Background: an optimization exercise with open tools, aiming at small area and a short achievable clock period. Do not read the settings as production practice. Function was checked by simulation only, so behaviour that the tests miss may differ from the original. No activity file was given, so power comes from the tool's default toggle rates. No driver is modelled on the clock port, so clocking that relies on it looks cheaper here than on a real chip.

## lane 3
## mem_stage
module mem_stage #(
   parameter int DEPTH = 64,
   parameter int BASE_ADDR = DEF_BASE_ADDR
) (
   input  logic                  clk,
   input  logic                  rst,
   input  logic                  wb_en_in,
   input  logic                  mem_read_en_in,
   input  logic                  mem_write_en_in,
   input  logic [WORD_W-1:0]     alu_res_in,
   input  logic [WORD_W-1:0]     val_Rm_in,
   input  logic [REG_ADDR_W-1:0] dest_in,
   output logic                  ready,
   output logic                  wb_en,
   output logic                  mem_read_en,
   output logic [WORD_W-1:0]     alu_res,
   output logic [WORD_W-1:0]     mem_data,
   output logic [REG_ADDR_W-1:0] dest,
   output logic                  addr_err
);
   localparam int AW = $clog2(DEPTH);
   localparam int SP = 4;
   localparam int NT = DEPTH / SP;
   logic busy, s1, s2, s3, s4, done, done_n, acc;
   logic req, in_range, wr_q, ok_q, wacc_q, wacc_n, hit_n;
   logic [AW-1:0] phase, u;
   logic [NT-1:0] tap_q, tap_n, we, keep_q;
   logic [SP-1:0] hit_q;
   logic [WORD_W-1:0] rdata, hold, word;
   assign req = mem_read_en_in | mem_write_en_in;
   assign ready = ~(acc | (done_n & req));
   assign wb_en = wb_en_in & ready;
   assign mem_read_en = mem_read_en_in & done;    
   assign alu_res = alu_res_in;
   assign dest = dest_in;
   assign in_range = alu_res_in[WORD_W-1:AW+2] == (WORD_W-AW-2)'(BASE_ADDR >> (AW + 2));
   assign wacc_n = (~busy & mem_write_en_in & in_range) | (wacc_q & ~s4);
   always_ff @(posedge clk or negedge rst)
      if (!rst) begin
         {busy, s1, s2, s3, s4, done, acc} <= '0;
         done_n <= 1'b1;
         wacc_q <= 1'b0;
         addr_err <= 1'b0;
      end else begin
         busy <= (~busy & req) | s1 | s2 | s3 | s4;
         s1 <= ~busy & req;
         s2 <= s1;
         s3 <= s2;
         s4 <= s3;
         done <= s4;
         done_n <= ~s4;
         acc <= (~busy & req) | s1 | s2 | s3;
         wacc_q <= wacc_n;
         if (s4 && !ok_q) addr_err <= 1'b1;
  ...
Size in the first run: roughly 3500 cells after synthesis, about 2200 flip-flops, roughly 150 I/O pins, roughly 54000 um^2 of cells after synthesis.
==> flow/config.mk <==
export PLATFORM = sky130hd
export DESIGN_NAME = mem_stage
export DESIGN_NICKNAME = mem_stage
export VERILOG_FILES = /design/flow/design.v
export SDC_FILE = /design/flow/constraint.sdc
export NUM_CORES = 4
export LEC_CHECK = 0
export ABC_CLOCK_PERIOD_IN_PS = 2000
export CAP_MARGIN = 20
export CORE_MARGIN = 2
export CORE_UTILIZATION = 80
export PLACE_DENSITY = 0.85
export SETUP_SLACK_MARGIN = 1.9
export SLEW_MARGIN = 20
==> flow/constraint.sdc <==
create_clock -name core_clock -period 4.0 [get_ports {clk}]
set_input_delay 0.8000 -clock core_clock [delete_from_list [all_inputs] [get_ports {clk}]]
set_output_delay 0.8000 -clock core_clock [all_outputs]
set_load 0.01 [all_outputs]
standard.sh (not shown) runs the stock make flow with config.mk's settings and CLKGATE_MAP_FILE= SYNTH_SCRIPT=/design/flow/synth_recipe.tcl, a recipe that flattens the netlist after the stock synthesis.
==> flow/flow/run.sh <==
#!/bin/bash
# Layout flow: the standard ORFS flow (standard.sh, unchanged synthesis),
# with the port buffers made plain buffers and clock tree synthesis run
# without dummy loads. Each tool's output goes to standard.log here.
set -euo pipefail
bash standard.sh \
   "BUFFER_PORTS_ARGS=-buffer_cell sky130_fd_sc_hd__buf_2" \
   "CTS_ARGS=-sink_clustering_enable -repair_clock_nets -dont_use_dummy_load -sink_clustering_size 30 -sink_clustering_max_diameter 60" \
   finish > standard.log 2>&1
The flow did not stop early for lane 3: all stages ran, and the layout cleared the timing, DRC and antenna checks.
diff inputs: lane 3 => lane 5
# lane 3
export LEC_CHECK = 0
export ABC_CLOCK_PERIOD_IN_PS = 2000
export CAP_MARGIN = 20
export CORE_MARGIN = 2
export CORE_UTILIZATION = 80
export PLACE_DENSITY = 0.85
export SETUP_SLACK_MARGIN = 1.9
export SLEW_MARGIN = 20
create_clock -name core_clock -period 4.0 [get_ports {clk}]
# lane 5
export LEC_CHECK = 0
export ABC_CLOCK_PERIOD_IN_PS = 2000
export CAP_MARGIN = 20
export CORE_MARGIN = 2
export CORE_UTILIZATION = 75
export PLACE_DENSITY = 0.8
export SETUP_SLACK_MARGIN = 2.1
export SLEW_MARGIN = 20
create_clock -name core_clock -period 4.0 [get_ports {clk}]
==> comparison <==
Lane 5 reached the final stage; the timing, DRC and antenna checks on its layout passed. In lane 5, the fmax came out about 1.8% above the value in lane 3. The lower sequential share of cell area came out of lane 5. Area used by multi-input combinational logic for lane 5: 0.63% up relative to lane 3. Per the comparison of lane 5 with lane 3, overall routed net length saw a decrease; number of cells in the design after placement went up. Launching element of the worst setup path: mem_read_en_in -> lane 3, done_n -> lane 5. Of lane 3 and lane 5, the run reporting the higher vias after detailed routing was lane 3. Max path length in cells of the critical path across lane 3 and lane 5: lane 3. Post-synthesis to final-layout area growth is lower on lane 3. The run with more setup slack is lane 5; lane 3 has less.

== main ==
mem_stage again, from the RTL that the note above started with.
==> flow/config.mk <==
export PLATFORM = sky130hd
export DESIGN_NAME = mem_stage
export DESIGN_NICKNAME = mem_stage
export VERILOG_FILES = /design/flow/design.v
export SDC_FILE = /design/flow/constraint.sdc
export NUM_CORES = 4
export LEC_CHECK = 0
export ABC_CLOCK_PERIOD_IN_PS = 2000
export CAP_MARGIN = 10
export CORE_MARGIN = 2
export CORE_UTILIZATION = 75
export PLACE_DENSITY = 0.8
export SETUP_SLACK_MARGIN = 1.9
export SLEW_MARGIN = 10
==> flow/constraint.sdc <==
create_clock -name core_clock -period 4.0 [get_ports {clk}]
set_input_delay 0.8000 -clock core_clock [delete_from_list [all_inputs] [get_ports {clk}]]
set_output_delay 0.8000 -clock core_clock [all_outputs]
set_load 0.01 [all_outputs]
Scripts as last shown in full above: flow/flow/run.sh
main finished end to end and its layout was clean on timing, DRC and antenna.
Edits applied to the flow inputs when going from main to the feature branch:
Settings: swapping 10 for 20 in CAP_MARGIN; swapping 10 for 20 in SLEW_MARGIN.
==> notes.md <==
Between main and the feature branch, the smallest setup slack after layout does not differ in any meaningful way. Status: clock power parity (the feature branch, main). Per the comparison of the feature branch with main, final clock period utilization by the worst path essentially unchanged, area enclosed by the die boundary essentially unchanged, total leakage power essentially unchanged, non-clock buffer count increased about 0.5%.

[port drivers added, routing unchanged]
Ports are ideal in the flow. The routed layouts listed here were re-timed in OpenROAD.
Step 1 (the two cells are an assumption about what drives the block):
set clk [get_ports {clk}]
set_driving_cell -lib_cell sky130_fd_sc_hd__clkbuf_16 $clk
set_driving_cell -lib_cell sky130_fd_sc_hd__buf_2 [delete_from_list [all_inputs] $clk]
Step 2 moves the port delays by t, midway between the first and last clock arrival at a register: inputs arrive t later, outputs are due t later. That takes back most of the time a late clock gives input paths.
Slacks: no drivers / after step 1 / after step 2; pairs: no drivers / after step 1.
run | t (ns) | slack for setup (ns) | latest minus earliest clock arrival (ns)
lane 3 | 0.737 | 1.624 / 1.580 / 1.124 | 0.061 / 0.062
lane 5 | 0.736 | 1.666 / 1.595 / 1.199 | 0.057 / 0.057
main | 0.720 | 1.660 / 1.596 / 1.300 | 0.062 / 0.063
the feature branch | 0.721 | 1.661 / 1.601 / 1.300 | 0.064 / 0.064
After both steps setup and hold are still met in every run listed. For lane 3, which loses most, drivers alone change the setup slack by -0.044 ns; drivers and shift together by -0.500 ns.
